Context: an optimization exercise on an open-source flow, tuned for small area, a short achievable clock period and few clock cycles. The choices shown serve that exercise and are no tape-out recipe.
Function was checked by simulation only, so behaviour that the tests miss may differ from the original.
Power figures rest on the tool's default switching activity, not on a simulated workload.

### constraint.sdc
create_clock -name core_clock -period 10.0 [get_ports {clk_i}]
set_input_delay 2.0000 -clock core_clock [delete_from_list [all_inputs] [get_ports {clk_i}]]
set_output_delay 2.0000 -clock core_clock [all_outputs]
set_load 0.01 [all_outputs]
### run.sh
#!/bin/bash
# synth_recipe.tcl (not shown) runs the flow's synth.tcl, then flattens the netlist and writes it again
# the make line also repeats each setting of config.mk as NAME=value (left out here)
make -C /OpenROAD-flow-scripts/flow DESIGN_CONFIG=/design/flow/config.mk WORK_HOME=/design/flow/orfs CLKGATE_MAP_FILE= SYNTH_SCRIPT=/design/flow/synth_recipe.tcl finish
### design.v
package ale_pkg;
  localparam int unsigned Capacity = 128;
  typedef enum logic [3:0] {
    OP_CLEAR   = 4'd0,
    OP_GET     = 4'd1,
    OP_LOCATE  = 4'd2,
    OP_PRIOR   = 4'd3,
    OP_NEXT    = 4'd4,
    OP_INSERT  = 4'd5,
    OP_DELETE  = 4'd6,
    OP_REVERSE = 4'd7,
    OP_ROTATE  = 4'd8
  } opcode_e;
  typedef enum logic [1:0] {
    ST_OK   = 2'd0,
    ST_BAD  = 2'd1,
    ST_FULL = 2'd2
  } status_e;
  typedef enum logic [3:0] {
    S_IDLE,
    S_READ,
    S_SRCH,
    S_SHIFT,
    S_FLIPA,
    S_FLIPB,
    S_FLIPC,
    S_FLIPD,
    S_DONE
  } state_e;
endpackage
module ale_store #(
  parameter int unsigned Capacity = ale_pkg::Capacity
) (
  input  logic                      clk_i,
  input  logic [Capacity-1:0]       shift_i,
  input  logic [Capacity-1:0]       wr_i,
  input  logic [31:0]               wdata_i,
  output logic [Capacity-1:0][31:0] q_o
);
  logic [31:0] mem_q [Capacity];
  for (genvar i = 0; i < Capacity; i++) begin : g_slot
    localparam int unsigned Prev = (i + Capacity - 1) % Capacity;
    always_ff @(posedge clk_i) begin
      if (wr_i[i]) mem_q[i] <= wdata_i;
      else if (shift_i[i]) mem_q[i] <= mem_q[Prev];
    end
    assign q_o[i] = mem_q[i];
  end
endmodule
module ale_prio #(
  parameter int unsigned N       = 128,
  parameter bit          Highest = 1'b0,
  localparam int unsigned W      = $clog2(N)
) (
  input  logic [N-1:0] x_i,
  output logic         any_o,
  output logic [W-1:0] idx_o
);
  logic [W:0][N-1:0]        any_l;
  logic [W:0][N-1:0][W-1:0] idx_l;
  always_comb begin
    any_l = '0;
    idx_l = '0;
    for (int i = 0; i < N; i++) any_l[0][i] = x_i[i];
    for (int l = 0; l < W; l++) begin
      for (int j = 0; j < (N >> (l + 1)); j++) begin
        any_l[l+1][j] = any_l[l][2*j] | any_l[l][2*j+1];
        if (Highest) begin
          if (any_l[l][2*j+1]) idx_l[l+1][j] = idx_l[l][2*j+1] | (W'(1) << l);
          else                 idx_l[l+1][j] = idx_l[l][2*j];
        end else begin
          if (any_l[l][2*j])   idx_l[l+1][j] = idx_l[l][2*j];
          else                 idx_l[l+1][j] = idx_l[l][2*j+1] | (W'(1) << l);
        end
      end
    end
    any_o = any_l[W][0];
    idx_o = idx_l[W][0];
  end
endmodule
module array_list_engine #(
  parameter int unsigned CAPACITY = ale_pkg::Capacity,
  localparam int unsigned AddrW   = $clog2(CAPACITY),
  localparam int unsigned LenW    = $clog2(CAPACITY + 1)
) (
  input  logic        clk_i,
  input  logic        rst_ni,
  input  logic        in_valid_i,
  output logic        in_ready_o,
  input  logic [3:0]  opcode_i,
  input  logic [7:0]  position_i,
  input  logic signed [31:0] value_i,
  output logic        out_valid_o,
  input  logic        out_ready_i,
  output logic [1:0]  status_o,
  output logic signed [31:0] data_o,
  output logic [7:0]  found_index_o,
  output logic [7:0]  count_o,
  output logic        is_empty_o
);
  localparam int unsigned N = CAPACITY;
  typedef logic [AddrW-1:0] slot_t;
  logic            busy_q;
  logic [LenW-1:0] len_q, na_q;
  slot_t           head_q;
  logic            dir_q;
  logic            empty_q;
  logic            ins_q, del_q, rot_q, rev_q, clr_q;
  logic [1:0]      st_q;
  logic [N-1:0]    rd_q;
  slot_t           a_q, b_q, slot_q;
  logic            seg_q;
  logic [7:0]      pos_q;
  logic [31:0]     val_q;
  logic            lf_q, lseg_q;
  slot_t           li_q;
  logic [N-1:0][31:0] q;
  logic [N-1:0]       shift, wr;
  ale_store #(.Capacity(N)) u_store (
    .clk_i  (clk_i),
    .shift_i(shift),
    .wr_i   (wr),
    .wdata_i(val_q),
    .q_o    (q)
  );
  logic accept, commit;
  assign in_ready_o  = !busy_q;
  assign out_valid_o = busy_q;
  assign accept      = in_valid_i && !busy_q;
  assign commit      = busy_q && out_ready_i;
  slot_t lenm, nam, gap_lo, gap_end;
  assign lenm = AddrW'(len_q);
  assign nam  = AddrW'(na_q);
  assign gap_lo  = dir_q ? head_q + lenm - nam + AddrW'(1) : head_q + nam;
  assign gap_end = dir_q ? head_q - nam + AddrW'(1) : head_q - lenm + nam;
  function automatic logic [N-1:0] therm_lt(logic [AddrW-1:0] x);   
    for (int i = 0; i < N; i++) therm_lt[i] = (AddrW'(i) < x);
  endfunction
  function automatic logic [N-1:0] ring_iv(logic [AddrW-1:0] x, logic [AddrW-1:0] y);
    logic [N-1:0] tx, ty;
    tx = therm_lt(x);
    ty = therm_lt(y);
    ring_iv = (x <= y) ? (~tx & ty) : (~tx | ty);
  endfunction
  logic [N-1:0] valid_m, runa_m, fwd_m;
  assign valid_m = (len_q == LenW'(N)) ? '1 : ring_iv(gap_end, gap_lo);
  assign runa_m  = (na_q == LenW'(N)) ? '1 :
                   dir_q ? ring_iv(gap_end, head_q + AddrW'(1)) : ring_iv(head_q, gap_lo);
  always_comb begin
    for (int i = 0; i < N; i++) fwd_m[i] = dir_q ? (AddrW'(i) <= head_q) : (AddrW'(i) >= head_q);
  end
  logic [3:0] op;
  logic [7:0] p;
  assign op = opcode_i;
  assign p  = position_i;
  logic [8:0] p9, len9, na9;
  assign p9   = {1'b0, p};
  assign len9 = 9'(len_q);
  assign na9  = 9'(na_q);
  slot_t px;
  assign px = dir_q ? ~p[AddrW-1:0] : p[AddrW-1:0];
  slot_t base_a0, base_a1, base_a2;
  assign base_a0 = dir_q ? head_q + AddrW'(1) : head_q;
  assign base_a1 = dir_q ? head_q + AddrW'(2) : head_q - AddrW'(1);
  assign base_a2 = dir_q ? head_q + AddrW'(3) : head_q - AddrW'(2);
  slot_t boff;
  assign boff = dir_q ? lenm : -lenm;
  logic is_get, is_loc, is_pri, is_nxt, is_ins, is_del, is_rev, is_rot, is_clr;
  assign is_clr = (op == ale_pkg::OP_CLEAR);
  assign is_get = (op == ale_pkg::OP_GET);
  assign is_loc = (op == ale_pkg::OP_LOCATE);
  assign is_pri = (op == ale_pkg::OP_PRIOR);
  assign is_nxt = (op == ale_pkg::OP_NEXT);
  assign is_ins = (op == ale_pkg::OP_INSERT);
  assign is_del = (op == ale_pkg::OP_DELETE);
  assign is_rev = (op == ale_pkg::OP_REVERSE);
  assign is_rot = (op == ale_pkg::OP_ROTATE);
  logic p_ge1, p_ge2, p_le_len, p_lt_len, p_le_len1;
  assign p_ge1     = (p9 >= 9'd1);
  assign p_ge2     = (p9 >= 9'd2);
  assign p_le_len  = (p9 <= len9);
  assign p_lt_len  = (p9 < len9);
  assign p_le_len1 = (p9 <= len9 + 9'd1);
  logic ok_get, ok_pri, ok_nxt, ok_ins_pos, full, ok_rot;
  assign ok_get     = p_ge1 && p_le_len;           
  assign ok_pri     = p_ge2 && p_le_len;
  assign ok_nxt     = p_ge1 && p_lt_len;           
  assign ok_ins_pos = p_ge1 && p_le_len1;
  assign full       = (len_q == LenW'(N));
  logic seg_get, seg_pri, seg_nxt;
  assign seg_get = (p9 <= na9);                    
  assign seg_pri = (p9 <= na9 + 9'd1);             
  assign seg_nxt = (p9 < na9);                     
  logic  seg;
  slot_t base;
  always_comb begin
    seg  = seg_get;
    base = base_a1;
    if (is_pri) begin
      seg  = seg_pri;
      base = base_a2;
    end else if (is_nxt || is_rot) begin
      seg  = seg_nxt;
      base = base_a0;
    end else if (is_ins) begin
      seg  = seg_pri;
      base = dir_q ? base_a2 : base_a1;
    end
  end
  slot_t slot;
  assign slot = (seg ? base : base + boff) + px;
  logic [1:0] st;
  logic       rd_ok;
  always_comb begin
    st    = ale_pkg::ST_OK;
    rd_ok = 1'b0;
    case (op)
      ale_pkg::OP_CLEAR, ale_pkg::OP_LOCATE, ale_pkg::OP_REVERSE: ;
      ale_pkg::OP_GET, ale_pkg::OP_DELETE: begin
        if (ok_get) rd_ok = 1'b1; else st = ale_pkg::ST_BAD;
      end
      ale_pkg::OP_PRIOR: begin
        if (ok_pri) rd_ok = 1'b1; else st = ale_pkg::ST_BAD;
      end
      ale_pkg::OP_NEXT: begin
        if (ok_nxt) rd_ok = 1'b1; else st = ale_pkg::ST_BAD;
      end
      ale_pkg::OP_INSERT: begin
        if (!ok_ins_pos) st = ale_pkg::ST_BAD;
        else if (full) st = ale_pkg::ST_FULL;
      end
      ale_pkg::OP_ROTATE: if (!ok_nxt) st = ale_pkg::ST_BAD;
      default: st = ale_pkg::ST_BAD;
    endcase
  end
  logic [N-1:0] rd_dec;
  always_comb begin
    rd_dec = '0;
    rd_dec[slot] = rd_ok;
  end
  logic [N-1:0] match, match_f;
  for (genvar i = 0; i < N; i++) begin : g_cmp
    assign match[i] = valid_m[i] && (q[i] == value_i);
  end
  assign match_f = match & fwd_m;
  logic  lo_f_any, lo_a_any, hi_f_any, hi_a_any;
  slot_t lo_f, lo_a, hi_f, hi_a;
  ale_prio #(.N(N), .Highest(1'b0)) u_lo_f (.x_i(match_f), .any_o(lo_f_any), .idx_o(lo_f));
  ale_prio #(.N(N), .Highest(1'b0)) u_lo_a (.x_i(match),   .any_o(lo_a_any), .idx_o(lo_a));
  ale_prio #(.N(N), .Highest(1'b1)) u_hi_f (.x_i(match_f), .any_o(hi_f_any), .idx_o(hi_f));
  ale_prio #(.N(N), .Highest(1'b1)) u_hi_a (.x_i(match),   .any_o(hi_a_any), .idx_o(hi_a));
  slot_t loc_i;
  always_comb begin
    if (dir_q) loc_i = hi_f_any ? hi_f : hi_a;
    else       loc_i = lo_f_any ? lo_f : lo_a;
  end
  always_ff @(posedge clk_i or negedge rst_ni) begin
    if (!rst_ni) begin
      busy_q  <= 1'b0;
      len_q   <= '0;
      empty_q <= 1'b1;
      na_q    <= '0;
      head_q  <= '0;
      dir_q   <= 1'b0;
    end else begin
      if (accept) begin
        busy_q <= 1'b1;
        if (is_clr) begin
          len_q   <= '0;
          empty_q <= 1'b1;
        end else if (is_ins && ok_ins_pos && !full) begin
          len_q   <= len_q + 1'b1;
          empty_q <= 1'b0;
        end else if (is_del && ok_get) begin
          len_q   <= len_q - 1'b1;
          empty_q <= (len_q == LenW'(1));
        end
      end
      if (commit) begin
        busy_q <= 1'b0;
        if (clr_q) na_q <= '0;
        if (ins_q) begin
          head_q <= head_q + AddrW'(dir_q ? seg_q : !seg_q);
          na_q   <= na_q + LenW'(seg_q);
        end
        if (del_q) begin
          head_q <= head_q + AddrW'(dir_q ? !seg_q : seg_q);
          na_q   <= na_q - LenW'(seg_q);
        end
        if (rot_q) begin
          head_q <= slot_q;
          na_q   <= seg_q ? na_q - LenW'(pos_q) : na_q - LenW'(pos_q) + len_q;
        end
        if (rev_q) begin
          dir_q  <= !dir_q;
          head_q <= dir_q ? head_q + AddrW'(1) : head_q - AddrW'(1);
          na_q   <= len_q - na_q;
        end
      end
    end
  end
  always_ff @(posedge clk_i) begin
    if (!busy_q) begin
      st_q   <= st;
      clr_q  <= is_clr;
      ins_q  <= is_ins && ok_ins_pos && !full;
      del_q  <= is_del && ok_get;
      rot_q  <= is_rot && ok_nxt;
      rev_q  <= is_rev;
      rd_q   <= rd_dec;
      slot_q <= slot;
      seg_q  <= seg;
      pos_q  <= p;
      val_q  <= value_i;
      a_q    <= is_ins ? slot : gap_end;
      b_q    <= is_ins ? gap_lo : slot;
      lf_q   <= is_loc && lo_a_any;
      lseg_q <= |(match & runa_m);
      li_q   <= loc_i;
    end
  end
  logic [N-1:0] gt_a, gt_b, range_m, wr_dec;
  always_comb begin
    for (int i = 0; i < N; i++) begin
      gt_a[i]   = (AddrW'(i) > a_q);
      gt_b[i]   = (AddrW'(i) > b_q);
      wr_dec[i] = (AddrW'(i) == a_q);
    end
    range_m = (a_q <= b_q) ? (gt_a & ~gt_b) : (gt_a | ~gt_b);
  end
  assign shift = (commit && (ins_q || del_q)) ? range_m : '0;
  assign wr    = (commit && ins_q) ? wr_dec : '0;
  logic [31:0] rd_data;
  always_comb begin
    rd_data = '0;
    for (int i = 0; i < N; i++) rd_data |= q[i] & {32{rd_q[i]}};
  end
  slot_t cst, fnd7;
  assign cst  = (dir_q ? head_q + AddrW'(2) : AddrW'(1) - head_q) + (lseg_q ? AddrW'(0) : lenm);
  assign fnd7 = (dir_q ? ~li_q : li_q) + cst;
  assign status_o      = st_q;
  assign data_o        = rd_data;
  assign found_index_o = lf_q ? {fnd7 == '0, fnd7} : 8'd0;
  assign count_o       = 8'(len_q);
  assign is_empty_o    = empty_q;
endmodule
### config.mk
export PLATFORM = sky130hd
export DESIGN_NAME = array_list_engine
export DESIGN_NICKNAME = array_list_engine
export VERILOG_FILES = /design/flow/design.v
export SDC_FILE = /design/flow/constraint.sdc
export NUM_CORES = 4
export LEC_CHECK = 0
export CAP_MARGIN = 20
export CORE_MARGIN = 2
export CORE_UTILIZATION = 40
export SLEW_MARGIN = 20
export SYNTH_MEMORY_MAX_BITS = 8192
==> run summary <==
## layer usage
layer  GRT overflow  track usage
met5            694        0.763
met2          35705         1.19
met1          10167        0.980
met4           9907        0.984
met3           6414        0.902
## cells by family after synthesis
logic type                 count (synthesis)  synth area share
xor gates and xnor gates                4259             0.132
muxes                                   4116             0.164
buffers and inverters                   2340            0.0331
and+or+nand+nor                         4069            0.0753
AOI/OAI and AO/OA                       4681             0.120
DFF                                     4328             0.459
adders and majority gates                406            0.0167
## power by group through the flow
stage                     registers (uW)  clock network (uW)  logic, uW
after CTS                          30500               20300      82300
after detailed placement           30800                   0      82000
after global placement             30900                   0      82100
after floorplan                    25200                   0      35000
## per-stage QoR
stage	setup slack (ps)	instance area, um^2
floorplan	1120	283000
global placement	951	308000
detailed placement	1010	309000
CTS	1260	327000
## worst max-delay path by stage
stage / startpoint / endpoint / slack [ps] / depth (start not counted)
3_5_place_dp: opcode_i[2] / rd_q[112]$_DFFE_PN_ / 1010 / 24
3_3_place_gp: value_i[23] / li_q[1]$_DFFE_PN_ / 950 / 18
2_1_floorplan: head_q[4]$_DFFE_PN0P_ / li_q[0]$_DFFE_PN_ / 1120 / 40
4_1_cts: len_q[4]$_DFFE_PN0P_ / li_q[1]$_DFFE_PN_ / 1260 / 29
==> run summary <==
- Status: did not finish
- Failing step: global routing
- Tool error: [ERROR GRT-0116] Global routing finished with congestion. Check the congestion regions in the DRC Viewer.
- Die width: roughly 840 um
- CTS buffer count: about 540
- Die height: about 840 um
- Post-synth top cells: edfxtp_1 (4,302), mux2_2 (4,104), xnor2_1 (2,149), xor2_1 (2,109), clkbuf_1 (1,488)
- Number of global-route vias before repair: 346,170
- Root Driver: clkbuf_16
- Gate count after technology mapping: about 24,000
- First-pass GRT wire length: about 4,800,000 um
- Synthesized Nets: 24,433
- PortBufs: 100
- Site Rows: 308
- Clock sink count: between 4,000 and 5,000
- Number of synthesized flops with an enable pin: 4,302
- CTS resizes: 0
- Mapped Area: 283,000 um^2
- Largest net degree at the start of global routing: 143
- Clock Path Buffers: 4
- Cells after DPL: 33,620
- Syn_area_per_cell: roughly 12 um^2
- Cts hold-fix bufs: 0
- H-tree lvl count: 6
- Setup bufs post-CTS: 0
- Seq cells post-synth: around 4,300
- Gr usage total: 1.02
- Initial core utilization: 0.402
- Post-synth ARST share: 0.00601
- Top cells by area, synth: edfxtp_1 (46%), mux2_2 (16%), xnor2_1 (6.7%)
- Synth cell types: 127
- IO Pins: between 100 and 150
- Placer congestion estimate: ~1.9
- Ys Warns: 5
- Synth Flop Type: edfxtp_1
- Count leader, synth: edfxtp_1
- Yosys top cell area share: 0.457
- Sequential element share of the synthesized area: 0.459
- Largest area contributor in the synthesized netlist: edfxtp_1
- Hpwl dp: about 2,600,000 um
- Gr ovfl total: roughly 63,000
Testbench counts, summed over its fixed seeds: cycles 5,120.
